From an optimization exercise on the open Yosys and OpenROAD flow, aimed at small area, a short achievable clock period and few clock cycles; shortcuts taken in it are not production practice. At most, simulation tests tie the RTL to the original design; equivalence was not proved. Function not checked in runs 1 to 4: the RTL went through the layout flow alone. Power and IR drop assume default switching activity.

--- flow/flow/run.sh ---
#!/bin/bash
# Standard layout (the standard.sh: standard synthesis and ORFS steps),
# with repair_timing aiming for setup slack well beyond the clock period's
# needs, so that sizing and buffering shorten the critical paths.
set -euo pipefail
bash standard.sh SETUP_SLACK_MARGIN=6.8 finish > make_finish.log 2>&1
--- flow/standard.sh ---
#!/bin/bash
# synth_recipe.tcl (not shown) runs the flow's synth.tcl, then flattens the netlist and writes it again
# the make line also repeats each setting of config.mk as NAME=value (left out here)
make -C /OpenROAD-flow-scripts/flow DESIGN_CONFIG=/design/flow/config.mk WORK_HOME=/design/flow/orfs CLKGATE_MAP_FILE= SYNTH_SCRIPT=/design/flow/synth_recipe.tcl "${@:-finish}"
--- flow/config.mk ---
export PLATFORM = sky130hd
export DESIGN_NAME = tandem_motif_repeat_detector
export DESIGN_NICKNAME = tandem_motif_repeat_detector
export VERILOG_FILES = /design/flow/design.v
export SDC_FILE = /design/flow/constraint.sdc
export NUM_CORES = 4
export LEC_CHECK = 0
export CAP_MARGIN = 20
export CORE_MARGIN = 2
export CORE_UTILIZATION = 40
export SLEW_MARGIN = 20
--- flow/constraint.sdc ---
create_clock -name core_clock -period 10.0 [get_ports {aclk}]
set_input_delay 2.0000 -clock core_clock [delete_from_list [all_inputs] [get_ports {aclk}]]
set_output_delay 2.0000 -clock core_clock [all_outputs]
set_load 0.01 [all_outputs]
--- flow/design.v ---
`timescale 1ns / 1ps
package tmr_pkg;
    localparam int MOTIF_CHARS = 16;
    localparam int BASE_W = 8;
    localparam int LEN_W = 5;
    localparam int RUN_W = 8;
    localparam int SKIP_W = 4;
    localparam int CFG_IDX_W = 2;
    localparam int CFG_DATA_W = 64;
    localparam logic [CFG_IDX_W-1:0] REG_MOTIF_LOW = 2'd0;
    localparam logic [CFG_IDX_W-1:0] REG_MOTIF_HIGH = 2'd1;
    localparam logic [CFG_IDX_W-1:0] REG_MOTIF_LENGTH = 2'd2;
    localparam logic [CFG_IDX_W-1:0] REG_MIN_REPEATS = 2'd3;
    localparam logic [BASE_W-1:0] CHAR_A = 8'h41;
    localparam logic [BASE_W-1:0] CHAR_C = 8'h43;
    localparam logic [BASE_W-1:0] CHAR_G = 8'h47;
    localparam logic [BASE_W-1:0] CHAR_T = 8'h54;
endpackage
`timescale 1ns / 1ps
module tmr_cfg_regs (
    input  logic                                                   aclk,
    input  logic                                                   aresetn,
    input  logic                                                   cfg_valid,
    output logic                                                   cfg_ready,
    input  logic [tmr_pkg::CFG_IDX_W-1:0]                          cfg_index,
    input  logic [tmr_pkg::CFG_DATA_W-1:0]                         cfg_data,
    output logic [tmr_pkg::MOTIF_CHARS-1:0][tmr_pkg::BASE_W-1:0]   motif,
    output logic [tmr_pkg::SKIP_W-1:0]                             len_m1,
    output logic [tmr_pkg::RUN_W-1:0]                              min_rep,
    output logic                                                   cfg_ok
);
    logic [tmr_pkg::CFG_DATA_W-1:0] motif_low_reg;
    logic [tmr_pkg::CFG_DATA_W-1:0] motif_high_reg;
    logic [tmr_pkg::SKIP_W-1:0]     len_m1_reg;    
    logic                           len_ok_reg;    
    logic [tmr_pkg::RUN_W-1:0]      min_rep_reg;
    assign cfg_ready = 1'b1;
    logic [tmr_pkg::CFG_DATA_W-1:0] wdata;
    logic                           we_low;
    logic                           we_high;
    assign wdata   = aresetn ? cfg_data : '0;
    assign we_low  = !aresetn || (cfg_valid && (cfg_index == tmr_pkg::REG_MOTIF_LOW));
    assign we_high = !aresetn || (cfg_valid && (cfg_index == tmr_pkg::REG_MOTIF_HIGH));
    always_ff @(posedge aclk) begin
        if (we_low) begin
            motif_low_reg <= wdata;
        end
        if (we_high) begin
            motif_high_reg <= wdata;
        end
    end
    always_ff @(posedge aclk) begin
        if (!aresetn) begin
            len_m1_reg  <= '1;
            len_ok_reg  <= 1'b0;
            min_rep_reg <= tmr_pkg::RUN_W'(1);
        end else if (cfg_valid) begin
            case (cfg_index)
                tmr_pkg::REG_MOTIF_LENGTH: begin
                    len_m1_reg <= cfg_data[tmr_pkg::SKIP_W-1:0] - 1'b1;
                    len_ok_reg <= (cfg_data[tmr_pkg::LEN_W-1:0] != '0) &&
                                  (cfg_data[tmr_pkg::LEN_W-1:0] <= tmr_pkg::LEN_W'(16));
                end
                tmr_pkg::REG_MIN_REPEATS:  min_rep_reg <= cfg_data[tmr_pkg::RUN_W-1:0];
                default: begin
                end
            endcase
        end
    end
    assign motif   = {motif_high_reg, motif_low_reg};
    assign len_m1  = len_m1_reg;
    assign min_rep = min_rep_reg;
    assign cfg_ok  = len_ok_reg && (min_rep_reg != '0);
endmodule
`timescale 1ns / 1ps
module tmr_scan_ctr (
    input  logic                          aclk,
    input  logic                          step,       
    input  logic                          restart,    
    input  logic [tmr_pkg::SKIP_W-1:0]    len_m1,
    input  logic [tmr_pkg::RUN_W-1:0]     min_rep,
    input  logic                          match,      
    output logic                          hit
);
    logic [tmr_pkg::SKIP_W-1:0] skip_reg;
    logic [tmr_pkg::SKIP_W-1:0] skip_eff;
    logic [tmr_pkg::SKIP_W-1:0] skip_next;
    logic [tmr_pkg::RUN_W-1:0]  need_reg;
    logic [tmr_pkg::RUN_W-1:0]  need_eff;
    logic [tmr_pkg::RUN_W-1:0]  need_next;
    always_comb begin
        skip_eff  = restart ? '0 : skip_reg;
        need_eff  = restart ? min_rep : need_reg;
        skip_next = skip_eff;
        need_next = need_eff;
        hit       = 1'b0;
        if (skip_eff != '0) begin
            skip_next = skip_eff - 1'b1;
        end else if (match) begin
            need_next = need_eff - 1'b1;
            skip_next = len_m1;
            hit       = (need_eff == tmr_pkg::RUN_W'(1));
        end else begin
            need_next = min_rep;
        end
    end
    always_ff @(posedge aclk) begin
        if (step) begin
            skip_reg <= skip_next;
            need_reg <= need_next;
        end
    end
endmodule
`timescale 1ns / 1ps
module tmr_window (
    input  logic                                                   aclk,
    input  logic                                                   accept,
    input  logic                                                   restart,
    input  logic [tmr_pkg::BASE_W-1:0]                             base,
    input  logic [tmr_pkg::MOTIF_CHARS-1:0][tmr_pkg::BASE_W-1:0]   motif,
    input  logic [tmr_pkg::SKIP_W-1:0]                             len_m1,
    output logic                                                   fwd_match,
    output logic                                                   rev_match
);
    localparam int N = tmr_pkg::MOTIF_CHARS;
    logic [N-1:0] fwd_reg;
    logic [N-1:0] rev_reg;
    logic [N-1:0] fwd_next;
    logic [N-1:0] rev_next;
    logic [N-1:0] eq;
    logic [N-1:0] eqc;
    logic [N-1:0] rev_start;
    logic         is_at;
    logic         is_nuc;
    assign is_at  = (base == tmr_pkg::CHAR_A) || (base == tmr_pkg::CHAR_T);
    assign is_nuc = is_at || (base == tmr_pkg::CHAR_C) || (base == tmr_pkg::CHAR_G);
    always_comb begin
        logic [tmr_pkg::BASE_W-1:0] d;
        logic                       z;
        for (int k = 0; k < N; k++) begin
            d      = base ^ motif[k];
            z      = !(d[7] || d[6] || d[5] || d[3] || d[1]);
            eq[k]  = z && !d[4] && !d[2] && !d[0];
            eqc[k] = z && (d[4] == is_at) && (d[2] == is_nuc) && (d[0] == is_at);
            rev_start[k] = (len_m1 <= 4'(k));
        end
        for (int k = 0; k < N; k++) begin
            fwd_next[k] = eq[k] && ((k == 0) || (!restart && fwd_reg[(k == 0) ? 0 : k - 1]));
            rev_next[k] = eqc[k] && (rev_start[k] || (!restart && rev_reg[(k == N - 1) ? k : k + 1]));
        end
    end
    always_ff @(posedge aclk) begin
        if (accept) begin
            fwd_reg <= fwd_next;
            rev_reg <= rev_next;
        end
    end
    assign fwd_match = fwd_reg[len_m1];
    assign rev_match = rev_reg[0];
endmodule
`timescale 1ns / 1ps
module tandem_motif_repeat_detector (
    input  logic                              aclk,
    input  logic                              aresetn,
    input  logic                              s_tvalid,
    output logic                              s_tready,
    input  logic [7:0]                        s_tdata,    
    input  logic [1:0]                        s_tuser,    
    input  logic                              s_tlast,    
    output logic                              m_tvalid,
    input  logic                              m_tready,
    output logic [7:0]                        m_tdata,    
    output logic [0:0]                        m_tuser,    
    input  logic                              cfg_valid,
    output logic                              cfg_ready,
    input  logic [tmr_pkg::CFG_IDX_W-1:0]     cfg_index,
    input  logic [tmr_pkg::CFG_DATA_W-1:0]    cfg_data
);
    logic [tmr_pkg::MOTIF_CHARS-1:0][tmr_pkg::BASE_W-1:0] motif;
    logic [tmr_pkg::SKIP_W-1:0] len_m1;
    logic [tmr_pkg::RUN_W-1:0]  min_rep;
    logic                       cfg_ok;
    logic accept;
    logic ready_reg;
    logic                       in_valid_reg;
    logic [tmr_pkg::BASE_W-1:0] in_base_reg;
    logic                       in_first_reg;
    logic                       in_last_reg;
    logic                       in_region_reg;
    logic                       in_restart;
    logic                       after_last_reg;    
    logic                       fwd_match;
    logic                       rev_match;
    logic scan_valid_reg;
    logic scan_restart_reg;
    logic scan_last_reg;
    logic scan_region_reg;
    logic found_reg;
    logic found_next;
    logic fwd_hit;
    logic rev_hit;
    logic push;
    logic out_valid_reg;
    logic out_found_reg;
    logic out_region_reg;
    logic spare_valid_reg;
    logic spare_found_reg;
    logic spare_region_reg;
    logic pop;
    logic head_valid;
    logic head_found;
    logic head_region;
    logic [1:0] queued_next;
    tmr_cfg_regs u_cfg (
        .aclk      (aclk),
        .aresetn   (aresetn),
        .cfg_valid (cfg_valid),
        .cfg_ready (cfg_ready),
        .cfg_index (cfg_index),
        .cfg_data  (cfg_data),
        .motif     (motif),
        .len_m1    (len_m1),
        .min_rep   (min_rep),
        .cfg_ok    (cfg_ok)
    );
    assign s_tready = ready_reg;
    assign accept   = s_tvalid && ready_reg;
    always_ff @(posedge aclk) begin
        if (!aresetn) begin
            in_valid_reg <= 1'b0;
        end else begin
            in_valid_reg <= accept;
        end
    end
    always_ff @(posedge aclk) begin
        in_base_reg   <= s_tdata;
        in_first_reg  <= s_tuser[1];
        in_last_reg   <= s_tlast;
        in_region_reg <= s_tuser[0];
    end
    assign in_restart = in_first_reg || after_last_reg;
    always_ff @(posedge aclk) begin
        if (!aresetn) begin
            after_last_reg <= 1'b1;
        end else if (in_valid_reg) begin
            after_last_reg <= in_last_reg;
        end
    end
    tmr_window u_window (
        .aclk      (aclk),
        .accept    (in_valid_reg),
        .restart   (in_restart),
        .base      (in_base_reg),
        .motif     (motif),
        .len_m1    (len_m1),
        .fwd_match (fwd_match),
        .rev_match (rev_match)
    );
    always_ff @(posedge aclk) begin
        if (!aresetn) begin
            scan_valid_reg <= 1'b0;
        end else begin
            scan_valid_reg <= in_valid_reg;
        end
    end
    always_ff @(posedge aclk) begin
        scan_restart_reg <= in_restart;
        scan_last_reg    <= in_last_reg;
        scan_region_reg  <= in_region_reg;
    end
    tmr_scan_ctr u_fwd_scan (
        .aclk    (aclk),
        .step    (scan_valid_reg),
        .restart (scan_restart_reg),
        .len_m1  (len_m1),
        .min_rep (min_rep),
        .match   (fwd_match && cfg_ok),
        .hit     (fwd_hit)
    );
    tmr_scan_ctr u_rev_scan (
        .aclk    (aclk),
        .step    (scan_valid_reg),
        .restart (scan_restart_reg),
        .len_m1  (len_m1),
        .min_rep (min_rep),
        .match   (rev_match && cfg_ok),
        .hit     (rev_hit)
    );
    assign found_next = (found_reg && !scan_restart_reg) || fwd_hit || rev_hit;
    always_ff @(posedge aclk) begin
        if (scan_valid_reg) begin
            found_reg <= found_next;
        end
    end
    assign push = scan_valid_reg && scan_last_reg;
    assign pop         = out_valid_reg && m_tready;
    assign head_valid  = pop ? spare_valid_reg  : out_valid_reg;
    assign head_found  = pop ? spare_found_reg  : out_found_reg;
    assign head_region = pop ? spare_region_reg : out_region_reg;
    always_ff @(posedge aclk) begin
        if (!aresetn) begin
            out_valid_reg   <= 1'b0;
            spare_valid_reg <= 1'b0;
        end else begin
            out_valid_reg   <= head_valid || push;
            spare_valid_reg <= (pop ? 1'b0 : spare_valid_reg) || (push && head_valid);
        end
    end
    always_ff @(posedge aclk) begin
        if (!head_valid) begin
            out_found_reg  <= found_next;
            out_region_reg <= scan_region_reg;
        end else begin
            out_found_reg  <= head_found;
            out_region_reg <= head_region;
        end
        if (push && head_valid) begin
            spare_found_reg  <= found_next;
            spare_region_reg <= scan_region_reg;
        end
    end
    assign queued_next = 2'(head_valid) + 2'(push) + 2'(!pop && spare_valid_reg);
    always_ff @(posedge aclk) begin
        if (!aresetn) begin
            ready_reg <= 1'b1;
        end else begin
            ready_reg <= (3'(queued_next) + 3'(accept && s_tlast) +
                          3'(in_valid_reg && in_last_reg)) <= 3'd1;
        end
    end
    assign m_tvalid   = out_valid_reg;
    assign m_tdata    = {7'd0, out_found_reg};
    assign m_tuser[0] = out_region_reg;
endmodule
==> results of run 1 <==
==> Yosys cell counts, types with 5 or more instances <==
library cell	instances
a211oi_1	6
a21boi_0	9
a21oi_1	42
a22oi_1	6
a31oi_1	5
and2_1	67
and3_1	5
buf_1	7
buf_2	17
buf_4	13
clkbuf_1	28
dfxtp_1	33
edfxtp_1	189
ha_1	9
inv_1	21
mux2_2	5
mux2i_1	16
nand2_1	82
nand3_1	25
nor2_1	57
nor2b_1	5
nor3_1	28
nor4_1	28
o211ai_1	6
o21a_1	6
o21ai_0	20
o31ai_1	6
xnor2_1	85
xor2_1	64
==> per-stage QoR <==
step	std cells	worst slack, ps
final	1385	6853
after CTS	1385	6790
after detailed placement	1339	6017
after floorplan	964	6347
after global routing	1385	6805
after global placement	1339	6055
==> routing by layer <==
| metal | wire [µm] | vias to the layer above | global-route usage, % |
|---|---|---|---|
| met4 | 514 | 0 | 4.162 |
| met1 | 10480 | 3412 | 22.12 |
| met3 | 1116 | 37 | 2.465 |
| met2 | 11280 | 182 | 27.59 |
| met5 | 0 | - | 0 |
| li1 | - | 3546 | - |
==> layout make-up <==
cell class,instances,share of cell area (%)
clock buffers,36,5.830
clock inverters,10,0.5379
inverters,21,0.6051
multi-input cells,654,33.58
flip-flops and latches,222,48.65
well taps,341,3.275
repair buffers,101,7.521
==> how the worst max path moves through the flow <==
stage / depth (start not counted) / endpoint / from / slack (ps)
after CTS: 1 / m_tvalid / out_valid_reg / 6790
after floorplan: 2 / u_cfg.motif_high_reg[0] / cfg_index[1] / 6350
after detailed placement: 4 / u_cfg.motif_high_reg[32] / cfg_index[0] / 6020
final: 4 / u_cfg.motif_high_reg[32] / cfg_index[0] / 6850
after global routing: 9 / out_found_reg / scan_restart_reg / 6800
after global placement: 4 / u_cfg.motif_low_reg[33] / cfg_valid / 6050
==> cell families after synthesis <==
| logic type | synth area share [%] |
|---|---|
| compound gates | 9.033 |
| flops | 57.32 |
| other cells | 0.06794 |
| buf+inv | 3.758 |
| simple gates | 14.34 |
| fa+ha+maj | 1.200 |
| xor+xnor | 11.81 |
| mux | 2.468 |
==> power by group <==
part	internal, mW	switching [mW]	total (mW)
sequential	1.08	0.0349	1.11
combinational	0.119	0.134	0.253
clock	0.532	0.377	0.908
total	1.73	0.546	2.27
==> timing repair <==
action	4_1_cts	5_1_grt
endpoints found under the setup margin	136	72
pin swaps	3	3
resized for setup	12	10
==> worst reg2reg max path: cells and delay by family (launching register included) <==
| kind | cells | cell delay [ps] |
|---|---|---|
| compound gates | 2 | 680 |
| fa+ha+maj | 1 | 230 |
| buf+inv | 2 | 660 |
| flops | 1 | 320 |
| mux | 1 | 210 |
| simple gates | 3 | 750 |
==> flow_summary_export.csv, run 1 <==
group,metric,value,unit
synth,synthTopCellsByArea,"edfxtp_1 51%, xnor2_1 6.7%, dfxtp_1 6.0%",
cts,clockRootBuffer,"clkbuf_16",
cells_and_area,area_growth,17.85,%
setup_path,end_kind,"flip-flop",
sta,worst_pin_slew,1067,ps
routing,antenna_left,0,
worst_hold_path,holdPathEnd,"scan_region_reg",
sta,hold_viol_final,0,
power_and_ir_drop,p_leak,4.637,nW
job,cap_violations,0,
sta,finClkSkew,13.42,ps
placed_design,gp_congestion,0.8037,
synth,synth_cells,958,
setup_path,path_buf_inv,3,
cells_and_area,drive_above_1_share,7.950,%
global_route,first_global_vias,7052,
die,pin_count,94,
worst_hold_path,min_from,"in_region_reg",
setup_path,crit_slowest_cell,"clkdlybuf4s50_1",
outcome,outcome,"no timing/DRC/antenna violations",
sta,drv_slew,0,
die,die_w,170.2,µm
cts,cts_setup_buffers,0,
worst_hold_path,hold_path_class,"flip-flop to flip-flop",
synth,synth_edf_count,189,
synth,yosysTopAreaCellShare,51.35,%
cts,numCtsBuffers,25,
setup_path,r2r_end,"out_found_reg",
setup_path,cp.required,10170,ps
cells_and_area,fill_cells,2439,
setup_path,cp-start-kind,"input port",
cells_and_area,final_common_cell,"edfxtp_1",
setup_path,worstPathArrival,3310,ps
setup_path,crit_fanout,64,
setup_path,rr_worst_depth,9,
die,core,27030,µm²
synth,synth_warnings,4,
synth,async_flop_share,0,%
global_route,grt_usage,16.35,%
cts,clk_pin_slew,60,ps
routing,drt-vias-per-instance,5.182,
sta,relSlewSlack,28.74,%
cts,clk_latency,540,ps
power_and_ir_drop,vdd_drop_max,0.1044,mV
cts,htreeDepth,1,
cells_and_area,ff_latch_area,6337,µm²
routing,post-route-drc-count,0,
setup_path,path_class,"input port to flip-flop",
cells_and_area,final_area,13030,µm²
synth,yosys_register_bits,222,
setup_path,max_stage_delay,570,ps
cts,cts_tree,"yes",
cells_and_area,diodes,0,
global_route,grt_overflow,0,
placed_design,port_buffers,85,
sta,setup_violations,0,
setup_path,worstReg2RegStart,"scan_restart_reg",
synth,ys_types,67,
synth,ys_seq_area_share,57.32,%
die,start_util,40.90,%
placed_design,dpl_cell_area,12170,µm²
placed_design,dp_hpwl,15.73,mm
worst_hold_path,whs_path_depth,0,
global_route,grt_first_pass_wirelength,37.45,mm
setup_path,critPathTopFamily,"buffers and inverters",
cts,clockBufferDepth,3,
sta,period_minus_slack,3147,ps
routing,wl_per_cell,16.89,µm
setup_path,r2r_slack,7020,ps
sta,rsz0062_at_grt,"yes",
die,dieArea,28980,µm²
routing,first_pass_iters,5,
power_and_ir_drop,powerDensity,174.5,nW/µm²
power_and_ir_drop,total_power,2.273,mW
setup_path,path_cells,"clkdlybuf4s50_1 > inv_1 > o21ai_4 > buf_8",
sta,clock.fmax,317.7,MHz
global_route,grt_max_degree,86,
die,fp.dieH,170.2,µm
cts,cts_hold_buf,0,
cts,cts_sinks,222,
cells_and_area,most-common-layout-cells,"189 x edfxtp_1, 85 x xnor2_1, 82 x nand2_1, 77 x clkdlybuf4s50_1, 67 x and2_1",
synth,synth_top_area_cell,"edfxtp_1",
routing,first_iter_violations,350,
synth,syn_avg_cell_area,11.54,µm²
global_route,antenna_found_initial,0,
cells_and_area,multi_input_area,4374,µm²
cells_and_area,postLayoutCoreUtil,48.20,%
sta,fin_hold_ws,330.1,ps
routing,wirelength,23.39,mm
synth,synthFlopType,"edfxtp_1",
sta,post-route-period-util,31.47,%
die,rows,60,
cells_and_area,layout.nets,1117,
synth,synth.cell_area,11050,µm²
routing,vias,7177,
sta,setup-tns-final,0,ps
==> inputs of run 2 (changes only) <==
==> flow/run.sh (new file) <==
#!/bin/bash
# synth_recipe.tcl (not shown) runs the flow's synth.tcl, then flattens the netlist and writes it again
# the make line also repeats each setting of config.mk as NAME=value (left out here)
make -C /OpenROAD-flow-scripts/flow DESIGN_CONFIG=/design/flow/config.mk WORK_HOME=/design/flow/orfs CLKGATE_MAP_FILE= SYNTH_SCRIPT=/design/flow/synth_recipe.tcl finish
removed: flow/flow/run.sh
removed: flow/standard.sh
==> run 2 against run 1 <==
Still clean. Final cell count is 0.36% higher. Clock skew is 9.0 ps higher. Register-to-register slack worse by 360 ps. Critical path type unchanged. Largest cell class unchanged. Largest power group unchanged.
==> flow_summary_export.csv, run 2 <==
group,metric,value,unit
synth,yosysMostFrequentCell,"edfxtp_1",
power_and_ir_drop,cell_internal_pwr,1.791,mW
setup_path,critPathTopFamily,"buffers and inverters",
synth,synthFlopType,"edfxtp_1",
global_route,grt_overflow,0,
job,cap_violations,0,
outcome,outcome,"no timing/DRC/antenna violations",
setup_path,crit_fanout,64,
routing,drt-vias-per-instance,5.175,
synth,synth_compound_area_share,9.033,%
sta,drv_slew,0,
synth,synth_cells,958,
setup_path,worstReg2RegStart,"scan_restart_reg",
global_route,first_global_vias,6991,
cells_and_area,final_common_cell,"edfxtp_1",
setup_path,path_class,"input port to flip-flop",
cts,clockBufferDepth,3,
global_route,antenna_found_initial,0,
cells_and_area,area_growth,18.42,%
cells_and_area,fill_cells,2491,
die,dieArea,28980,µm²
setup_path,crit_slowest_cell,"buf_4",
cts,cts_hold_buf,0,
setup_path,path_depth,4,
synth,synth_adder_area_share,1.200,%
cts,cts_setup_buffers,0,
cells_and_area,ff_latch_area,6336,µm²
setup_path,r2r_end,"out_found_reg",
synth,synth_top_family_by_area,"simple AND/OR/NAND/NOR gates",
routing,wirelength,23.54,mm
sta,worst_pin_slew,925.5,ps
power_and_ir_drop,p_leak,4.648,nW
setup_path,r2r_slack,6660,ps
die,fp.dieH,170.2,µm
setup_path,rr_worst_depth,9,
sta,setup-tns-final,0,ps
cells_and_area,multi_input_area,4349,µm²
placed_design,dp_cells,1341,
sta,rsz0062_at_grt,"no",
die,rows,60,
cells_and_area,most-common-layout-cells,"189 x edfxtp_1, 85 x xnor2_1, 84 x clkdlybuf4s50_1, 82 x nand2_1, 67 x and2_1",
cts,cts_resized,0,
setup_path,cp.required,10140,ps
synth,muxShareOfSynthArea,2.468,%
sta,setup_violations,0,
power_and_ir_drop,vdd_drop_max,0.1159,mV
worst_hold_path,holdPathEnd,"scan_region_reg",
synth,synthTopCellsByArea,"edfxtp_1 51%, xnor2_1 6.7%, dfxtp_1 6.0%",
sta,clock.fmax,287.3,MHz
setup_path,max_stage_delay,680,ps
synth,async_flop_share,0,%
cts,cts_sinks,222,
die,start_util,40.90,%
cts,cts_tree,"yes",
power_and_ir_drop,p_sw_share,23.30,%
worst_hold_path,whs_path_depth,0,
power_and_ir_drop,pwr-share-seq,47.5,%
power_and_ir_drop,p_comb_share,11.0,%
cts,clk_pin_slew,60,ps
cells_and_area,diodes,0,
cells_and_area,finalNonFillerCells,1390,
cts,htreeDepth,1,
global_route,grt_max_degree,86,
synth,yosys_register_bits,222,
routing,first_iter_violations,398,
global_route,grt_usage,16.30,%
routing,wl_per_cell,16.93,µm
setup_path,worstPathArrival,3620,ps
setup_path,cp-start-kind,"input port",
synth,synth_edf_count,189,
synth,synthSimpleGateAreaFrac,14.34,%
placed_design,port_buffers,85,
worst_hold_path,min_from,"in_region_reg",
synth,syn_avg_cell_area,11.54,µm²
synth,ys_seq_area_share,57.32,%
synth,synth_top_area_cell,"edfxtp_1",
placed_design,dp_hpwl,15.78,mm
routing,post-route-drc-count,0,
setup_path,path_cells,"clkdlybuf4s50_1 > nand2b_1 > o21ai_4 > buf_4",
synth,synth_warnings,4,
worst_hold_path,hold_path_class,"flip-flop to flip-flop",
cts,clockRootBuffer,"clkbuf_16",
synth,ys_types,67,
setup_path,path_buf_inv,2,
synth,synth.cell_area,11050,µm²
cts,clk_latency,540,ps
routing,antenna_left,0,
placed_design,gp_congestion,0.7969,
cts,numCtsBuffers,26,
global_route,grt_first_pass_wirelength,37.43,mm
cells_and_area,layout.nets,1121,
power_and_ir_drop,p_sw,0.5442,mW
power_and_ir_drop,powerDensity,178.4,nW/µm²
die,pin_count,94,
routing,first_pass_iters,5,
routing,vias,7193,
sta,relSlewSlack,38.30,%
sta,period_minus_slack,3481,ps
die,die_w,170.2,µm
power_and_ir_drop,p_clk_share,41.5,%
setup_path,end_kind,"flip-flop",
synth,yosysTopAreaCellShare,51.35,%
sta,hold_viol_final,0,
sta,post-route-period-util,34.81,%
sta,finClkSkew,22.42,ps
cells_and_area,drive_above_1_share,7.436,%
synth,synth_xor_area_share,11.81,%
die,core,27030,µm²
synth,synth_common_cells,"189 x edfxtp_1, 85 x xnor2_1, 82 x nand2_1",
==> run 2: cell counts after synthesis <==
Identical to the previous run, type by type.
==> run 2: power groups by stage <==
stage | Clock, mW | Sequential (mW) | Combinational [mW]
finish | 0.970 | 1.11 | 0.256
global route | 1.03 | 1.12 | 0.285
CTS | 0.995 | 1.11 | 0.259
detailed placement | 0 | 1.13 | 0.258
global placement | 0 | 1.13 | 0.254
floorplan | 0 | 1.13 | 0.181
==> run 2: worst max path at each step <==
stage | start | end | slack (ps)
finish | cfg_index[1] | u_cfg.motif_low_reg[36] | 6520
global route | scan_restart_reg | out_found_reg | 6310
detailed placement | cfg_index[1] | u_cfg.motif_low_reg[33] | 5960
global placement | cfg_index[1] | u_cfg.motif_low_reg[40] | 6010
floorplan | cfg_index[1] | u_cfg.motif_high_reg[0] | 2780
CTS | cfg_index[1] | u_cfg.motif_low_reg[18] | 6520
==> run 2: layout make-up <==
type	count	share of cell area, %
multi-input combinational	654	33.23
inverter	21	0.6022
timing repair buffer	104	7.609
clock buffer	41	6.022
tap	341	3.260
sequential	222	48.41
clock inverter	7	0.8699
==> run 2: cell families after synthesis <==
logic type | after synthesis
AO/OA/AOI/OAI | 148
XOR/XNOR | 149
adder cells (fa/ha/maj) | 10
buffers and inverters | 88
flip-flops | 222
multiplexers | 24
other | 2
AND/OR/NAND/NOR | 315
==> run 2: worst reg2reg max path, stage by stage (launching register included) <==
cell      delay [ps]
dfxtp_1          300
buf_4            430
inv_1            370
nand2_1          230
ha_1             230
o21a_1           650
nand2_1          130
or4_1            420
o221ai_1         240
mux2_2           210
==> run 2: per-stage QoR <==
step | utilization, % | hold WS, ps | worst slack, ps | cell area (µm²) | power (mW)
final | 48.43 | 337.5 | 6519 | 13090 | 2.335
after global placement | 45.04 | 317.5 | 6007 | 12170 | 1.383
after floorplan | - | 309.6 | 2779 | 11080 | 1.307
after CTS | 48.38 | 343.5 | 6520 | 13070 | 2.365
after detailed placement | 45.04 | 314.3 | 5958 | 12170 | 1.387
after global routing | 48.43 | 348.9 | 6305 | 13090 | 2.434
==> run 2: layer usage <==
layer / up-vias / global-route usage (%) / wire length (µm)
li1: 3560 / - / -
met1: 3421 / 22.34 / 10820
met2: 178 / 27.36 / 11220
met3: 34 / 2.442 / 1016
met4: 0 / 3.753 / 485
met5: - / 0 / 0
==> inputs of run 3 (changes only) <==
==> flow/flow/run.sh (new file) <==
#!/bin/bash
set -euo pipefail
bash standard.sh SETUP_SLACK_MARGIN=7.0 "BUFFER_PORTS_ARGS=-buffer_cell sky130_fd_sc_hd__buf_1" finish > make_finish.log 2>&1
==> flow/standard.sh (new file) <==
#!/bin/bash
# synth_recipe.tcl (not shown) runs the flow's synth.tcl, then flattens the netlist and writes it again
# the make line also repeats each setting of config.mk as NAME=value (left out here)
make -C /OpenROAD-flow-scripts/flow DESIGN_CONFIG=/design/flow/config.mk WORK_HOME=/design/flow/orfs CLKGATE_MAP_FILE= SYNTH_SCRIPT=/design/flow/synth_recipe.tcl "${@:-finish}"
--- a/flow/config.mk
+++ b/flow/config.mk
@@ -7,5 +7,5 @@
 export LEC_CHECK = 0
 export CAP_MARGIN = 20
 export CORE_MARGIN = 2
-export CORE_UTILIZATION = 40
+export CORE_UTILIZATION = 60
 export SLEW_MARGIN = 20
removed: flow/run.sh
==> run 3 against run 2 <==
Register-to-register slack better by 490 ps. Worst setup slack improved by 480 ps. Hold slack worse by 7.5 ps. Routed wire length shrank 1.6%. Via count rose by 2.5%. Global-route usage increased by 7.2 points. Design area shrank 4.7%. Sequential share of layout area is 2.4 points higher. Fmax is 16% higher. Die area is 33% lower. Still clean on timing, DRC and antenna. Count of clock-buffer cells in the layout shrank 6. Power is 0.15% higher.
==> flow_summary_export.csv, run 3 <==
group,metric,value,unit
cells_and_area,diodes,0,
sta,hold_viol_final,0,
cells_and_area,final_common_cell,"edfxtp_1",
sta,drv_slew,0,
power_and_ir_drop,cell_internal_pwr,1.821,mW
job,cap_violations,0,
setup_path,r2r_end,"out_found_reg",
routing,wirelength,23.15,mm
setup_path,cp-start-kind,"flip-flop",
global_route,antenna_found_initial,0,
synth,synth_top_area_cell,"edfxtp_1",
cts,numCtsBuffers,24,
power_and_ir_drop,p_sw_share,22.14,%
power_and_ir_drop,p_sw,0.5178,mW
cts,clk_latency,510,ps
setup_path,path_cells,"clkbuf_2",
setup_path,path_buf_inv,1,
die,fp.dieH,139.7,µm
synth,ys_seq_area_share,57.32,%
die,dieArea,19520,µm²
global_route,grt_overflow,0,
setup_path,path_class,"flip-flop to output pin",
cells_and_area,layout.nets,1116,
cells_and_area,finalNonFillerCells,1271,
cts,cts_tree,"yes",
sta,period_minus_slack,2999,ps
die,pin_count,94,
power_and_ir_drop,vdd_drop_max,0.1643,mV
die,start_util,61.32,%
routing,post-route-drc-count,0,
cts,clk_pin_slew,60,ps
sta,post-route-period-util,29.99,%
setup_path,crit_start,"out_found_reg",
setup_path,r2r_slack,7150,ps
setup_path,worstPathArrival,1000,ps
die,core,18020,µm²
die,rows,49,
setup_path,max_stage_delay,360,ps
die,die_w,139.7,µm
sta,setup_violations,0,
synth,synth_common_cells,"189 x edfxtp_1, 85 x xnor2_1, 82 x nand2_1",
sta,clock.fmax,333.4,MHz
setup_path,crit_slowest_cell,"edfxtp_1",
cells_and_area,area_growth,12.86,%
setup_path,end_kind,"output pin",
power_and_ir_drop,pwr-share-seq,47.7,%
setup_path,crit_fanout,1,
cts,htreeDepth,1,
global_route,grt_usage,23.54,%
cells_and_area,fill_cells,1331,
setup_path,worstReg2RegStart,"scan_restart_reg",
synth,synth_cells,958,
power_and_ir_drop,p_leak,4.445,nW
routing,drt-vias-per-instance,5.802,
cells_and_area,drive_above_1_share,8.253,%
routing,vias,7374,
sta,fin_hold_ws,330.1,ps
setup_path,cp.required,8000,ps
cts,clockRootBuffer,"clkbuf_16",
synth,synth_warnings,4,
synth,synthFlopType,"edfxtp_1",
synth,synth.cell_area,11050,µm²
cts,cts_hold_buf,0,
synth,yosys_register_bits,222,
routing,antenna_left,0,
power_and_ir_drop,p_comb_share,10.0,%
sta,setup-tns-final,0,ps
synth,synth_edf_count,189,
placed_design,port_buffers,85,
global_route,grt_first_pass_wirelength,37.31,mm
setup_path,endpoint,"m_tdata[0]",
outcome,outcome,"no timing/DRC/antenna violations",
power_and_ir_drop,total_power,2.339,mW
synth,syn_avg_cell_area,11.54,µm²
global_route,grt_max_degree,86,
synth,yosysTopAreaCellShare,51.35,%
sta,relSlewSlack,32.39,%
routing,first_iter_violations,443,
synth,yosysMostFrequentCell,"edfxtp_1",
cells_and_area,most-common-layout-cells,"189 x edfxtp_1, 85 x xnor2_1, 82 x nand2_1, 81 x buf_1, 67 x and2_1",
placed_design,gp_congestion,0.8772,
worst_hold_path,hold_path_class,"flip-flop to flip-flop",
global_route,first_global_vias,7349,
setup_path,rr_worst_depth,9,
sta,rsz0062_at_grt,"yes",
routing,first_pass_iters,5,
placed_design,dp_cells,1226,
routing,wl_per_cell,18.21,µm
synth,ys_types,67,
power_and_ir_drop,p_clk_share,42.4,%
sta,worst_pin_slew,1013,ps
power_and_ir_drop,powerDensity,187.5,nW/µm²
cts,clockBufferDepth,3,
placed_design,dp_hpwl,15.50,mm
cts,cts_sinks,222,
setup_path,critPathTopFamily,"flip-flops",
sta,finClkSkew,15.64,ps
synth,async_flop_share,0,%
setup_path,path_depth,1,
synth,synthTopCellsByArea,"edfxtp_1 51%, xnor2_1 6.7%, dfxtp_1 6.0%",
-- run 3: cell count changes in the layout (fill, tap and decap cells not counted), moves of 2 or more --
cell | before | now
buf_6 | 0 | 3
clkbuf_1 | 8 | 4
buf_1 | 0 | 81
dfxtp_1 | 33 | 29
bufinv_16 | 2 | 5
buf_4 | 18 | 12
clkbuf_2 | 0 | 2
clkdlybuf4s50_1 | 84 | 0
dfxtp_2 | 0 | 4
-- run 3: cell families after synthesis --
logic type	synth area share [%]
AO/OA/AOI/OAI	9.033
XOR/XNOR	11.81
adder cells (fa/ha/maj)	1.200
buffers and inverters	3.758
flip-flops	57.32
multiplexers	2.468
other	0.06794
AND/OR/NAND/NOR	14.34
-- run 3: power groups by stage --
stage	registers, mW	clock network (mW)	logic [mW]
after floorplan	1.12	0	0.183
after global placement	1.13	0	0.223
after detailed placement	1.14	0	0.230
after CTS	1.12	1.01	0.233
after global routing	1.12	1.05	0.259
final	1.12	0.991	0.233
-- run 3: cell type report --
type	instances	area, µm²	share of cell area, %
clock buffer	35	745.7	5.978
clock inverter	9	170.2	1.364
inverter	21	78.83	0.6319
multi-input combinational	654	4380	35.12
sequential	222	6341	50.83
tap	229	286.5	2.297
timing repair buffer	101	471.7	3.781
-- run 3: metrics by stage --
stage                     setup WS [ps]  util [%]  area, µm²
after floorplan                    6347         -      11110
after global placement             6310     63.80      11500
after detailed placement           6257     63.81      11500
after CTS                          6864     69.07      12450
after global routing               6919     69.21      12470
final                              7001     69.21      12470
-- run 3: worst register-to-register path, cell delays in order (launching register included) --
cell,delay [ps]
dfxtp_1,330
buf_6,330
inv_1,320
nand2_1,220
ha_1,250
o21a_4,300
nand2_1,100
or4_1,400
o221ai_1,260
mux2_2,220
-- run 3: what timing repair did --
| action | 4_1_cts | 5_1_grt |
|---|---|---|
| endpoints found under the setup margin | 137 | 111 |
| resized for setup | 9 | 8 |
| setup buffers | 1 | 0 |
-- run 3: worst min path at each step --
stage                        startpoint  slack (ps)  cells past startpoint               to
after floorplan           in_region_reg         310                      0  scan_region_reg
after global placement    in_region_reg         310                      0  scan_region_reg
after detailed placement  in_region_reg         320                      0  scan_region_reg
after CTS                 in_region_reg         330                      0  scan_region_reg
after global routing      in_region_reg         350                      0  scan_region_reg
final                     in_region_reg         330                      0  scan_region_reg
-- run 3: metal layers --
layer / part of all wire, % / up-vias / track usage [%]
met5: 0 / - / 0
met2: 52 / 219 / 41.72
li1: - / 3552 / -
met3: 4.6 / 40 / 3.200
met1: 42 / 3563 / 30.43
met4: 2.0 / 0 / 6.684
==> inputs of run 4 (changes only) <==
--- a/flow/config.mk
+++ b/flow/config.mk
@@ -8,4 +8,6 @@
 export CAP_MARGIN = 20
 export CORE_MARGIN = 2
 export CORE_UTILIZATION = 60
+export CTS_BUF_LIST = sky130_fd_sc_hd__clkbuf_4 sky130_fd_sc_hd__clkbuf_8
+export CTS_CLUSTER_SIZE = 20
 export SLEW_MARGIN = 20
==> run 4 against run 3 <==
Hold slack barely moved. First-iteration DRC count shrank 3.2%. Largest power group unchanged. Global-route usage rose by 0.16 points. Power fell by 5.3%. Critical path depth unchanged. Fmax increased by 0.17%. Highest routed layer unchanged.
==> flow_summary_export.csv, run 4 <==
group,metric,value,unit
setup_path,path_cells,"clkbuf_2",
synth,yosysMostFrequentCell,"edfxtp_1",
setup_path,worstReg2RegStart,"in_base_reg[2]",
die,start_util,61.32,%
worst_hold_path,whs_path_depth,0,
sta,hold_viol_final,0,
setup_path,crit_slowest_cell,"edfxtp_1",
power_and_ir_drop,vdd_drop_max,0.1201,mV
placed_design,dpl_cell_area,11500,µm²
global_route,first_global_vias,7457,
cts,clk_latency,520,ps
outcome,outcome,"no timing/DRC/antenna violations",
global_route,grt_usage,23.70,%
sta,worst_pin_slew,1027,ps
sta,fin_ws,7006,ps
sta,finClkSkew,22.95,ps
cells_and_area,final_area,12430,µm²
cts,cts_tree,"yes",
cells_and_area,layout.nets,1135,
setup_path,worstPathArrival,990,ps
synth,synth_cells,958,
synth,synthFlopType,"edfxtp_1",
synth,syn_avg_cell_area,11.54,µm²
setup_path,rr_worst_depth,5,
synth,muxShareOfSynthArea,2.468,%
job,cap_violations,0,
cts,clk_pin_slew,60,ps
routing,first_iter_violations,429,
synth,synth_adder_area_share,1.200,%
die,pin_count,94,
synth,synth_xor_area_share,11.81,%
setup_path,r2r_end,"u_window.rev_reg[8]",
sta,period_minus_slack,2994,ps
setup_path,cp.required,8000,ps
sta,setup_violations,0,
placed_design,port_buffers,85,
cts,cts_hold_buf,0,
sta,relSlewSlack,31.42,%
setup_path,crit_fanout,1,
sta,rsz0062_at_grt,"yes",
sta,drv_slew,0,
cells_and_area,final_common_cell,"edfxtp_1",
synth,synth_warnings,4,
cells_and_area,most-common-layout-cells,"189 x edfxtp_1, 85 x xnor2_1, 82 x nand2_1, 81 x buf_1, 67 x and2_1",
power_and_ir_drop,total_power,2.215,mW
synth,synth_common_cells,"189 x edfxtp_1, 85 x xnor2_1, 82 x nand2_1",
worst_hold_path,holdPathEnd,"scan_region_reg",
setup_path,path_buf_inv,1,
cts,numCtsBuffers,39,
die,fp.dieH,139.7,µm
synth,synth_compound_area_share,9.033,%
sta,post-route-period-util,29.94,%
power_and_ir_drop,powerDensity,178.2,nW/µm²
setup_path,r2r_slack,7090,ps
synth,yosysTopAreaCellShare,51.35,%
worst_hold_path,min_from,"in_region_reg",
synth,ys_types,67,
cts,clockRootBuffer,"clkbuf_8",
global_route,grt_max_degree,86,
routing,wirelength,23.11,mm
synth,synthSimpleGateAreaFrac,14.34,%
global_route,antenna_found_initial,0,
synth,yosys_register_bits,222,
routing,vias,7402,
die,dieArea,19520,µm²
cells_and_area,postLayoutCoreUtil,68.96,%
cells_and_area,area_growth,12.46,%
setup_path,max_stage_delay,360,ps
cts,htreeDepth,2,
cells_and_area,drive_above_1_share,11.01,%
cells_and_area,diodes,0,
routing,post-route-drc-count,0,
global_route,grt_overflow,0,
sta,setup-tns-final,0,ps
die,die_w,139.7,µm
die,core,18020,µm²
setup_path,end_kind,"output pin",
routing,wl_per_cell,17.76,µm
synth,synth_edf_count,189,
sta,clock.fmax,334.0,MHz
worst_hold_path,hold_path_class,"flip-flop to flip-flop",
placed_design,dp_hpwl,15.50,mm
placed_design,gp_congestion,0.8772,
power_and_ir_drop,p_leak,4.452,nW
cts,clockBufferDepth,3,
routing,antenna_left,0,
placed_design,dpl_worst_slack,6257,ps
synth,async_flop_share,0,%
setup_path,path_class,"flip-flop to output pin",
setup_path,cp-start-kind,"flip-flop",
routing,first_pass_iters,5,
die,rows,49,
synth,synth_top_area_cell,"edfxtp_1",
setup_path,critPathTopFamily,"flip-flops",
synth,synthTopCellsByArea,"edfxtp_1 51%, xnor2_1 6.7%, dfxtp_1 6.0%",
cts,cts_sinks,222,
synth,synth_top_family_by_area,"simple AND/OR/NAND/NOR gates",
routing,drt-vias-per-instance,5.689,
synth,synth.cell_area,11050,µm²
synth,ys_seq_area_share,57.32,%
global_route,grt_first_pass_wirelength,37.27,mm
## run 4: cell count changes in the layout (fill, tap and decap cells not counted), sizes merged
cell	previous run	this run
clkbuf	38	67
buf	98	102
bufinv	5	1
clkinv	4	5
clkinvlp	0	1
inv	21	20
## run 4: area by class of cell
type / instances / area (µm²)
fillers: 1372 / 5594
repair buffers: 105 / 501.7
flip-flops and latches: 222 / 6341
clock buffers: 64 / 787.0
inverters: 21 / 82.58
multi-input cells: 654 / 4380
well taps: 229 / 286.5
clock inverters: 6 / 51.30
## run 4: stage by stage
step,cells,hold slack (ps)
floorplan,964,309.6
global placement,1226,310.7
detailed placement,1226,319.8
CTS,1297,333.8
global route,1301,347.5
finish,1301,330.0
## run 4: report_power, final
group	internal, mW	total (mW)	switching (mW)
Sequential	1.08	1.12	0.0377
Clock	0.521	0.866	0.346
Combinational	0.0997	0.233	0.133
Total	1.70	2.21	0.517
## run 4: metal layers
metal	part of all wire (%)	vias up	GRT usage, %
met5	0	-	0
met4	2.2	0	8.368
met3	4.4	46	4.198
met2	51	210	41.10
met1	42	3549	30.06
li1	-	3597	-
## run 4: what timing repair did
item / in CTS / in global routing
endpoints found under the setup margin: 137 / 70
resized for setup: 9 / 9
pin swaps: 0 / 0
endpoints found under the hold margin: 0 / 0
buffers inserted: 1 / 4
## run 4: worst max path at each step
stage | from | end | slack (ps) | depth (start not counted)
after CTS | scan_restart_reg | out_found_reg | 6860 | 9
after global placement | aresetn | u_cfg.motif_high_reg[24] | 6310 | 4
after global routing | out_found_reg | m_tdata[0] | 6960 | 1
after floorplan | cfg_index[1] | u_cfg.motif_high_reg[0] | 6350 | 2
final | out_found_reg | m_tdata[0] | 7010 | 1
after detailed placement | aresetn | u_cfg.motif_low_reg[24] | 6260 | 4
## run 4: logic make-up (layout without fill, tap and decap cells)
logic type | count (synthesis) | after routing
other | 2 | 8
multiplexers | 24 | 24
AO/OA/AOI/OAI | 148 | 148
XOR/XNOR | 149 | 149
flip-flops | 222 | 222
adder cells (fa/ha/maj) | 10 | 10
AND/OR/NAND/NOR | 315 | 315
buffers and inverters | 88 | 196
==> inputs of run 5 (changes only) <==
--- a/flow/design.v
+++ b/flow/design.v
@@ -26,14 +26,15 @@
     input  logic [tmr_pkg::CFG_DATA_W-1:0]                         cfg_data,
     output logic [tmr_pkg::MOTIF_CHARS-1:0][tmr_pkg::BASE_W-1:0]   motif,
     output logic [tmr_pkg::SKIP_W-1:0]                             len_m1,
-    output logic [tmr_pkg::RUN_W-1:0]                              min_rep,
+    output logic [tmr_pkg::RUN_W-1:0]                              min_rep_m1,
+    output logic                                                   min_rep_is1,
     output logic                                                   cfg_ok
 );
     logic [tmr_pkg::CFG_DATA_W-1:0] motif_low_reg;
     logic [tmr_pkg::CFG_DATA_W-1:0] motif_high_reg;
     logic [tmr_pkg::SKIP_W-1:0]     len_m1_reg;    
     logic                           len_ok_reg;    
-    logic [tmr_pkg::RUN_W-1:0]      min_rep_reg;
+    logic [tmr_pkg::RUN_W-1:0]      min_rep_m1_reg;    
     assign cfg_ready = 1'b1;
     logic [tmr_pkg::CFG_DATA_W-1:0] wdata;
     logic                           we_low;
@@ -53,7 +54,7 @@
         if (!aresetn) begin
             len_m1_reg  <= '1;
             len_ok_reg  <= 1'b0;
-            min_rep_reg <= tmr_pkg::RUN_W'(1);
+            min_rep_m1_reg <= '0;
         end else if (cfg_valid) begin
             case (cfg_index)
                 tmr_pkg::REG_MOTIF_LENGTH: begin
@@ -61,7 +62,7 @@
                     len_ok_reg <= (cfg_data[tmr_pkg::LEN_W-1:0] != '0) &&
                                   (cfg_data[tmr_pkg::LEN_W-1:0] <= tmr_pkg::LEN_W'(16));
                 end
-                tmr_pkg::REG_MIN_REPEATS:  min_rep_reg <= cfg_data[tmr_pkg::RUN_W-1:0];
+                tmr_pkg::REG_MIN_REPEATS:  min_rep_m1_reg <= cfg_data[tmr_pkg::RUN_W-1:0] - 1'b1;
                 default: begin
                 end
             endcase
@@ -69,8 +70,9 @@
     end
     assign motif   = {motif_high_reg, motif_low_reg};
     assign len_m1  = len_m1_reg;
-    assign min_rep = min_rep_reg;
-    assign cfg_ok  = len_ok_reg && (min_rep_reg != '0);
+    assign min_rep_m1  = min_rep_m1_reg;
+    assign min_rep_is1 = (min_rep_m1_reg == '0);
+    assign cfg_ok  = len_ok_reg && (min_rep_m1_reg != '1);
 endmodule
 `timescale 1ns / 1ps
 module tmr_scan_ctr (
@@ -78,36 +80,24 @@
     input  logic                          step,       
     input  logic                          restart,    
     input  logic [tmr_pkg::SKIP_W-1:0]    len_m1,
-    input  logic [tmr_pkg::RUN_W-1:0]     min_rep,
+    input  logic [tmr_pkg::RUN_W-1:0]     min_rep_m1,
+    input  logic                          min_rep_is1,
     input  logic                          match,      
     output logic                          hit
 );
     logic [tmr_pkg::SKIP_W-1:0] skip_reg;
-    logic [tmr_pkg::SKIP_W-1:0] skip_eff;
-    logic [tmr_pkg::SKIP_W-1:0] skip_next;
-    logic [tmr_pkg::RUN_W-1:0]  need_reg;
-    logic [tmr_pkg::RUN_W-1:0]  need_eff;
-    logic [tmr_pkg::RUN_W-1:0]  need_next;
-    always_comb begin
-        skip_eff  = restart ? '0 : skip_reg;
-        need_eff  = restart ? min_rep : need_reg;
-        skip_next = skip_eff;
-        need_next = need_eff;
-        hit       = 1'b0;
-        if (skip_eff != '0) begin
-            skip_next = skip_eff - 1'b1;
-        end else if (match) begin
-            need_next = need_eff - 1'b1;
-            skip_next = len_m1;
-            hit       = (need_eff == tmr_pkg::RUN_W'(1));
-        end else begin
-            need_next = min_rep;
-        end
-    end
+    logic [tmr_pkg::RUN_W-1:0]  run_reg;
+    logic                       idle;        
+    assign idle = restart || (skip_reg == '0);
+    assign hit  = idle && match && (restart ? min_rep_is1 : (run_reg == min_rep_m1));
     always_ff @(posedge aclk) begin
         if (step) begin
-            skip_reg <= skip_next;
-            need_reg <= need_next;
+            if (!idle) begin
+                skip_reg <= skip_reg - 1'b1;
+            end else begin
+                skip_reg <= match ? len_m1 : '0;
+                run_reg  <= match ? (restart ? tmr_pkg::RUN_W'(1) : run_reg + 1'b1) : '0;
+            end
         end
     end
 endmodule
@@ -132,8 +122,12 @@
     logic [N-1:0] rev_start;
     logic         is_at;
     logic         is_nuc;
+    logic         is_cg;
+    logic [7:0]   base_c;
     assign is_at  = (base == tmr_pkg::CHAR_A) || (base == tmr_pkg::CHAR_T);
-    assign is_nuc = is_at || (base == tmr_pkg::CHAR_C) || (base == tmr_pkg::CHAR_G);
+    assign is_cg  = (base == tmr_pkg::CHAR_C) || (base == tmr_pkg::CHAR_G);
+    assign is_nuc = is_at || is_cg;
+    assign base_c = base ^ {3'b000, is_at, 1'b0, is_nuc, 1'b0, is_at};
     always_comb begin
         logic [tmr_pkg::BASE_W-1:0] d;
         logic                       z;
@@ -141,7 +135,9 @@
             d      = base ^ motif[k];
             z      = !(d[7] || d[6] || d[5] || d[3] || d[1]);
             eq[k]  = z && !d[4] && !d[2] && !d[0];
-            eqc[k] = z && (d[4] == is_at) && (d[2] == is_nuc) && (d[0] == is_at);
+            eqc[k] = z && ((!d[4] && !d[2] && !d[0] && !is_nuc) ||
+                           (d[4] && d[2] && d[0] && is_at) ||
+                           (!d[4] && d[2] && !d[0] && is_cg));
             rev_start[k] = (len_m1 <= 4'(k));
         end
         for (int k = 0; k < N; k++) begin
@@ -178,7 +174,8 @@
 );
     logic [tmr_pkg::MOTIF_CHARS-1:0][tmr_pkg::BASE_W-1:0] motif;
     logic [tmr_pkg::SKIP_W-1:0] len_m1;
-    logic [tmr_pkg::RUN_W-1:0]  min_rep;
+    logic [tmr_pkg::RUN_W-1:0]  min_rep_m1;
+    logic                       min_rep_is1;
     logic                       cfg_ok;
     logic accept;
     logic ready_reg;
@@ -220,7 +217,8 @@
         .cfg_data  (cfg_data),
         .motif     (motif),
         .len_m1    (len_m1),
-        .min_rep   (min_rep),
+        .min_rep_m1  (min_rep_m1),
+        .min_rep_is1 (min_rep_is1),
         .cfg_ok    (cfg_ok)
     );
     assign s_tready = ready_reg;
@@ -273,7 +271,8 @@
         .step    (scan_valid_reg),
         .restart (scan_restart_reg),
         .len_m1  (len_m1),
-        .min_rep (min_rep),
+        .min_rep_m1  (min_rep_m1),
+        .min_rep_is1 (min_rep_is1),
         .match   (fwd_match && cfg_ok),
         .hit     (fwd_hit)
     );
@@ -282,7 +281,8 @@
         .step    (scan_valid_reg),
         .restart (scan_restart_reg),
         .len_m1  (len_m1),
-        .min_rep (min_rep),
+        .min_rep_m1  (min_rep_m1),
+        .min_rep_is1 (min_rep_is1),
         .match   (rev_match && cfg_ok),
         .hit     (rev_hit)
     );
==> flow/flow/run.sh (replaced) <==
#!/bin/bash
set -euo pipefail
bash standard.sh SETUP_SLACK_MARGIN=7.0 "BUFFER_PORTS_ARGS=-buffer_cell sky130_fd_sc_hd__buf_1" \
  "CTS_ARGS=-sink_clustering_enable -repair_clock_nets -dont_use_dummy_load -root_buf sky130_fd_sc_hd__clkbuf_16 -buf_list sky130_fd_sc_hd__clkbuf_16 -sink_clustering_size 30 -sink_clustering_max_diameter 100" \
  finish > make_finish.log 2>&1
--- a/flow/config.mk
+++ b/flow/config.mk
@@ -7,7 +7,5 @@
 export LEC_CHECK = 0
 export CAP_MARGIN = 20
 export CORE_MARGIN = 2
-export CORE_UTILIZATION = 60
-export CTS_BUF_LIST = sky130_fd_sc_hd__clkbuf_4 sky130_fd_sc_hd__clkbuf_8
-export CTS_CLUSTER_SIZE = 20
+export CORE_UTILIZATION = 70
 export SLEW_MARGIN = 20
==> run 5 against run 4 <==
First-iteration DRC count rose by 17%. Count of clock-buffer cells in the layout down 53. Register-to-register slack better by 160 ps. Fmax grew 0.69%. Combinational power is about 10% lower. Global-route usage is 2.8 points higher. Routed wire length fell by 9.5%. Still clean. Largest power group unchanged. Critical path depth unchanged. Sequential power about the same. Sequential cell count stayed put. Hold slack gained 8.3 ps.
==> flow_summary_export.csv, run 5 <==
group,metric,value,unit
sta,post-route-period-util,29.74,%
global_route,grt_first_pass_wirelength,33.74,mm
die,rows,44,
synth,synthTopCellsByArea,"edfxtp_1 54%, xnor2_1 7.6%, dfxtp_1 6.3%",
placed_design,port_buffers,85,
setup_path,path_class,"flip-flop to output pin",
setup_path,critPathTopFamily,"flip-flops",
power_and_ir_drop,vdd_drop_max,0.1380,mV
placed_design,gp_congestion,0.8835,
sta,setup-tns-final,0,ps
power_and_ir_drop,p_comb_share,11.7,%
synth,synth.cell_area,10530,µm²
routing,first_pass_iters,5,
global_route,grt_overflow,0,
global_route,antenna_found_initial,0,
cells_and_area,postLayoutCoreUtil,77.46,%
cts,cts_hold_buf,0,
sta,period_minus_slack,2974,ps
worst_hold_path,hold_path_class,"flip-flop to flip-flop",
setup_path,end_kind,"output pin",
power_and_ir_drop,p_sw_share,23.56,%
worst_hold_path,whs_path_depth,0,
power_and_ir_drop,p_clk_share,25.9,%
die,core,14590,µm²
die,fp.dieH,126.6,µm
global_route,grt_usage,26.48,%
outcome,outcome,"no timing/DRC/antenna violations",
worst_hold_path,min_from,"in_region_reg",
global_route,grtUsageMet2,46.21,%
setup_path,worstPathArrival,970,ps
sta,relSlewSlack,32.82,%
synth,yosysTopAreaCellShare,53.92,%
routing,wl_per_cell,18.71,µm
setup_path,rr_worst_depth,6,
synth,synthFlopType,"edfxtp_1",
power_and_ir_drop,powerDensity,157.6,nW/µm²
routing,drt-vias-per-instance,5.946,
cells_and_area,area_growth,7.370,%
setup_path,path_depth,1,
cells_and_area,multi_input_area,3950,µm²
setup_path,cp.required,8000,ps
synth,synth_cells,868,
setup_path,crit_fanout,1,
power_and_ir_drop,p_leak,3.861,nW
setup_path,crit_slowest_cell,"edfxtp_1",
routing,post-route-drc-count,0,
sta,hold_viol_final,0,
routing,antenna_left,0,
die,dieArea,16030,µm²
synth,ys_seq_area_share,60.20,%
synth,ys_types,51,
sta,rsz0062_at_grt,"yes",
global_route,met3_usage,4.133,%
cells_and_area,ff_latch_area,6342,µm²
die,pin_count,94,
die,die_w,126.6,µm
global_route,first_global_vias,6804,
setup_path,worstReg2RegStart,"in_base_reg[6]",
die,start_util,72.14,%
sta,setup_violations,0,
synth,synth_warnings,4,
sta,finClkSkew,42.59,ps
synth,yosysMostFrequentCell,"edfxtp_1",
cts,clk_pin_slew,110,ps
sta,worst_pin_slew,1004,ps
cts,cts_tree,"yes",
cts,cts_sinks,222,
cells_and_area,layout.nets,1025,
routing,wirelength,20.91,mm
global_route,use_met1,35.63,%
routing,first_iter_violations,504,
sta,drv_slew,0,
global_route,grt_max_degree,74,
cells_and_area,diodes,0,
worst_hold_path,holdPathEnd,"scan_region_reg",
power_and_ir_drop,pwr-share-seq,62.4,%
global_route,grt_busiest_layer,"met2",
setup_path,r2r_slack,7250,ps
cells_and_area,final_common_cell,"edfxtp_1",
setup_path,path_buf_inv,1,
cts,numCtsBuffers,11,
synth,async_flop_share,0,%
cts,htreeDepth,1,
cells_and_area,drive_above_1_share,6.210,%
synth,synth_edf_count,189,
cts,clockBufferDepth,3,
job,cap_violations,0,
setup_path,path_cells,"clkbuf_2",
synth,yosys_register_bits,222,
cts,clockRootBuffer,"clkbuf_16",
cts,clk_latency,460,ps
setup_path,max_stage_delay,380,ps
synth,synth_common_cells,"189 x edfxtp_1, 91 x xnor2_1, 75 x xor2_1",
placed_design,dp_hpwl,14.45,mm
synth,synth_top_area_cell,"edfxtp_1",
setup_path,cp-start-kind,"flip-flop",
power_and_ir_drop,cell_internal_pwr,1.361,mW
cells_and_area,most-common-layout-cells,"189 x edfxtp_1, 91 x xnor2_1, 80 x buf_1, 75 x xor2_1, 66 x and2_1",
cells_and_area,fill_cells,927,
synth,syn_avg_cell_area,12.13,µm²
routing,vias,6648,
setup_path,r2r_end,"u_window.rev_reg[9]",
sta,clock.fmax,336.3,MHz
power_and_ir_drop,p_sw,0.4195,mW
run 5: cells by family after synthesis:
group | count (synthesis) | share of synthesized area, %
simple gates | 305 | 14.87
flops | 222 | 60.20
xor+xnor | 166 | 13.81
compound gates | 92 | 6.170
buf+inv | 64 | 2.924
mux | 10 | 1.046
fa+ha+maj | 7 | 0.9035
other cells | 2 | 0.07135
run 5: timing repair:
action                                  CTS  global route
endpoints found under the setup margin  133            28
resized for setup                         6            10
setup buffers                             0             1
hold endpoints to repair                  0             0
run 5: per-stage QoR:
step / hold WS [ps] / cell area, µm² / cells / setup slack [ps] / total power, mW
floorplan: 309.6 / 10590 / 874 / 6347 / 1.280
CTS: 339.2 / 11270 / 1117 / 7002 / 1.784
finish: 338.3 / 11300 / 1118 / 7026 / 1.780
global route: 346.6 / 11300 / 1118 / 6977 / 1.844
global placement: 311.4 / 10980 / 1106 / 6358 / 1.326
detailed placement: 314.3 / 10980 / 1106 / 6321 / 1.338
run 5: how the worst max path moves through the flow:
stage | startpoint | end
5_1_grt | out_region_reg | m_tuser[0]
3_5_place_dp | aresetn | u_cfg.motif_low_reg[40]
2_1_floorplan | cfg_index[1] | u_cfg.motif_high_reg[0]
6_report | out_found_reg | m_tdata[0]
4_1_cts | out_valid_reg | m_tvalid
3_3_place_gp | aresetn | u_cfg.motif_high_reg[32]
run 5: routing by layer:
metal / vias to the layer above / wire [µm]
met2: 211 / 10510
met1: 3191 / 8813
met3: 31 / 1251
li1: 3215 / -
met5: - / 0
met4: 0 / 337
run 5: power groups by stage:
| stage | sequential [mW] | combinational (mW) | clock, mW |
|---|---|---|---|
| CTS | 1.11 | 0.208 | 0.464 |
| global route | 1.12 | 0.230 | 0.496 |
| finish | 1.11 | 0.209 | 0.461 |
| global placement | 1.13 | 0.196 | 0 |
| floorplan | 1.12 | 0.158 | 0 |
| detailed placement | 1.13 | 0.204 | 0 |
run 5: area by class of cell:
type                       instances  share of cell area [%]
multi-input combinational        588                   34.95
timing repair buffer              98                   3.953
sequential                       222                   56.12
clock buffer                      11                   2.436
tap                              184                   2.037
inverter                          15                  0.4982
Testbench counts of run 5, summed over its fixed seeds: cycles 41,687.
==> inputs of run 6 (changes only) <==
==> flow/flow/run.sh (replaced) <==
#!/bin/bash
set -euo pipefail
bash standard.sh SETUP_SLACK_MARGIN=7.3 "BUFFER_PORTS_ARGS=-buffer_cell sky130_fd_sc_hd__buf_1" \
  "CTS_ARGS=-sink_clustering_enable -repair_clock_nets -dont_use_dummy_load -root_buf sky130_fd_sc_hd__clkbuf_16 -buf_list sky130_fd_sc_hd__clkbuf_8 -sink_clustering_size 16 -sink_clustering_max_diameter 60" \
  finish > make_finish.log 2>&1
==> run 6 against run 5 <==
Worst setup slack lost 11 ps. Clock power barely moved. Non-clock buffer count is 12 higher. Count of clock-buffer cells in the layout up 7. Largest power group unchanged. Combinational power up 9%. Sequential cell count unchanged. Synthesized area stayed put.
==> flow_summary_export.csv, run 6 <==
group,metric,value,unit
routing,post-route-drc-count,0,
synth,synth.cell_area,10530,µm²
die,rows,44,
cts,clockBufferDepth,3,
cells_and_area,fill_cells,897,
cells_and_area,diodes,0,
cts,cts_sinks,222,
die,dieArea,16030,µm²
setup_path,r2r_end,"u_window.rev_reg[0]",
synth,yosysTopAreaCellShare,53.92,%
setup_path,rr_worst_depth,6,
global_route,use_met1,38.19,%
worst_hold_path,hold_path_class,"flip-flop to flip-flop",
setup_path,r2r_slack,7440,ps
worst_hold_path,min_from,"in_region_reg",
setup_path,cp-start-kind,"input port",
global_route,grtUsageMet2,49.32,%
setup_path,crit_fanout,2,
sta,clock.fmax,335.0,MHz
sta,post-route-period-util,29.85,%
routing,first_pass_iters,7,
routing,antenna_left,0,
cts,clk_latency,470,ps
cts,numCtsBuffers,18,
cells_and_area,final_common_cell,"edfxtp_1",
sta,worst_pin_slew,722.2,ps
routing,first_iter_violations,621,
cells_and_area,most-common-layout-cells,"189 x edfxtp_1, 91 x xnor2_1, 79 x buf_1, 75 x xor2_1, 66 x and2_1",
cells_and_area,area_growth,10.26,%
synth,synth_edf_count,189,
synth,ys_types,51,
synth,synthTopCellsByArea,"edfxtp_1 54%, xnor2_1 7.6%, dfxtp_1 6.3%",
outcome,outcome,"no timing/DRC/antenna violations",
die,core,14590,µm²
synth,async_flop_share,0,%
placed_design,dpl_worst_slack,6316,ps
global_route,first_global_vias,7139,
die,pin_count,94,
die,die_w,126.6,µm
placed_design,port_buffers,85,
worst_hold_path,whs_path_depth,0,
routing,drt-vias-per-instance,6.177,
synth,synth_cells,868,
cts,clockRootBuffer,"clkbuf_16",
cts,cts_hold_buf,0,
sta,setup_violations,0,
sta,setup-tns-final,0,ps
cells_and_area,ff_latch_area,6344,µm²
synth,synth_common_cells,"189 x edfxtp_1, 91 x xnor2_1, 75 x xor2_1",
setup_path,cp.required,10410,ps
sta,fin_ws,7015,ps
global_route,grt_overflow,0,
cts,clk_pin_slew,100,ps
global_route,grt_max_degree,74,
routing,wl_per_cell,20.08,µm
synth,yosys_register_bits,222,
synth,syn_avg_cell_area,12.13,µm²
sta,hold_viol_final,0,
placed_design,gp_congestion,0.8709,
global_route,met3_usage,5.230,%
cells_and_area,drive_above_1_share,9.759,%
synth,ys_seq_area_share,60.20,%
routing,vias,7023,
sta,drv_slew,0,
setup_path,path_class,"input port to flip-flop",
global_route,grt_first_pass_wirelength,35.99,mm
synth,synth_warnings,4,
cts,cts_tree,"yes",
sta,period_minus_slack,2985,ps
setup_path,end_kind,"flip-flop",
cells_and_area,multi_input_area,4019,µm²
routing,wirelength,22.83,mm
sta,relSlewSlack,51.67,%
cells_and_area,layout.nets,1044,
global_route,grt_busiest_layer,"met2",
die,start_util,72.14,%
power_and_ir_drop,powerDensity,155.0,nW/µm²
die,fp.dieH,126.6,µm
cts,htreeDepth,1,
synth,yosysMostFrequentCell,"edfxtp_1",
job,cap_violations,0,
synth,synthFlopType,"edfxtp_1",
setup_path,worstReg2RegStart,"in_base_reg[0]",
sta,finClkSkew,37.15,ps
sta,rsz0062_at_grt,"yes",
worst_hold_path,holdPathEnd,"scan_region_reg",
synth,synth_top_area_cell,"edfxtp_1",
placed_design,dp_hpwl,14.86,mm
power_and_ir_drop,p_leak,3.989,nW
setup_path,worstPathArrival,3390,ps
global_route,grt_usage,28.78,%
global_route,antenna_found_initial,0,
power_and_ir_drop,vdd_drop_max,0.1444,mV
==> run 6: cell counts after synthesis <==
No cell type changed its count.
==> run 6: worst max path at each step <==
| stage | startpoint | to | cells after the start |
|---|---|---|---|
| final | m_tready | ready_reg | 6 |
| after global routing | m_tready | ready_reg | 6 |
| after CTS | out_region_reg | m_tuser[0] | 1 |
| after detailed placement | aresetn | u_cfg.motif_high_reg[32] | 4 |
| after global placement | aresetn | u_cfg.motif_high_reg[32] | 4 |
| after floorplan | cfg_index[1] | u_cfg.motif_high_reg[0] | 2 |
==> run 6: through the flow <==
| step | total power [mW] | util (%) | cells | hold WS, ps | cell area (µm²) |
|---|---|---|---|---|---|
| floorplan | 1.284 | - | 874 | 309.6 | 10710 |
| global placement | 1.329 | 75.65 | 1106 | 313.4 | 11040 |
| detailed placement | 1.342 | 75.65 | 1106 | 314.7 | 11040 |
| CTS | 1.797 | 79.09 | 1133 | 331.2 | 11540 |
| global route | 1.863 | 79.55 | 1137 | 338.1 | 11600 |
| finish | 1.799 | 79.55 | 1137 | 325.0 | 11600 |
==> run 6: cells by family after synthesis <==
| logic type | count (synthesis) | share of synthesized area (%) |
|---|---|---|
| compound gates | 92 | 6.170 |
| xor+xnor | 166 | 13.81 |
| fa+ha+maj | 7 | 0.9035 |
| buf+inv | 64 | 2.924 |
| flops | 222 | 60.20 |
| mux | 10 | 1.046 |
| other cells | 2 | 0.07135 |
| simple gates | 305 | 14.87 |
==> run 6: power breakdown <==
group,total [mW],switching (mW),internal (mW)
clock,0.458,0.268,0.190
combinational,0.228,0.128,0.0994
sequential,1.11,0.0397,1.07
==> run 6: critical path, cell delays in order <==
cell	delay, ps
buf_1	100
a21boi_2	190
fa_1	450
ha_1	300
a311o_1	280
nand2_1	70
==> run 6: cell type report <==
cell class                 instances  share of cell area (%)
multi-input combinational        588                   34.63
timing repair buffer             110                   5.811
inverter                          15                  0.4852
tap                              184                   1.984
sequential                       222                   54.66
clock buffer                      18                   2.426
==> run 6: metal layers <==
metal  part of all wire (%)  up-vias
met5                      0        -
met4                    2.4        0
met3                    7.9       45
met2                     50      312
met1                     40     3420
li1                       -     3246
==> run 6: repair_timing <==
| item | in CTS | in global routing |
|---|---|---|
| hold endpoints to repair | 0 | 0 |
| pin swaps | 1 | 4 |
| resized for setup | 24 | 5 |
| endpoints found under the setup margin | 159 | 71 |
| gates cloned | 4 | 1 |
| buffers inserted | 5 | 3 |

## static timing again, ports no longer ideal
Ports are ideal in the flow. The routed layouts listed here were re-timed in OpenROAD. Step 1 (the two cells are an assumption about what drives the block):
set clk [get_ports {aclk}]
set_driving_cell -lib_cell sky130_fd_sc_hd__clkbuf_16 $clk
set_driving_cell -lib_cell sky130_fd_sc_hd__buf_2 [delete_from_list [all_inputs] $clk]
Step 2 times the ports against the registers' clock, not the clock port: input delays grow and output delays shrink by t, the midpoint of the rising clock arrivals with the driver on. Three values: ideal ports, drivers, drivers and shift; two values: the first two.
run | shift t [ns] | setup slack, ns | pins driven straight from the clock port
run 1 | 0.581 | 6.853 / 6.827 / 6.291 | 1
run 2 | 0.581 | 6.519 / 6.519 / 5.959 | 1
run 3 | 0.547 | 7.001 / 6.956 / 6.579 | 1
run 4 | 0.551 | 7.006 / 6.964 / 6.591 | 1
run 5 | 0.481 | 7.026 / 6.988 / 6.649 | 1
run 6 | 0.495 | 7.015 / 6.992 / 6.538 | 1
After both steps every run listed still meets setup and hold. The setup slack of run 1, which loses most, moves by -0.026 ns with the drivers and by -0.562 ns with both steps.
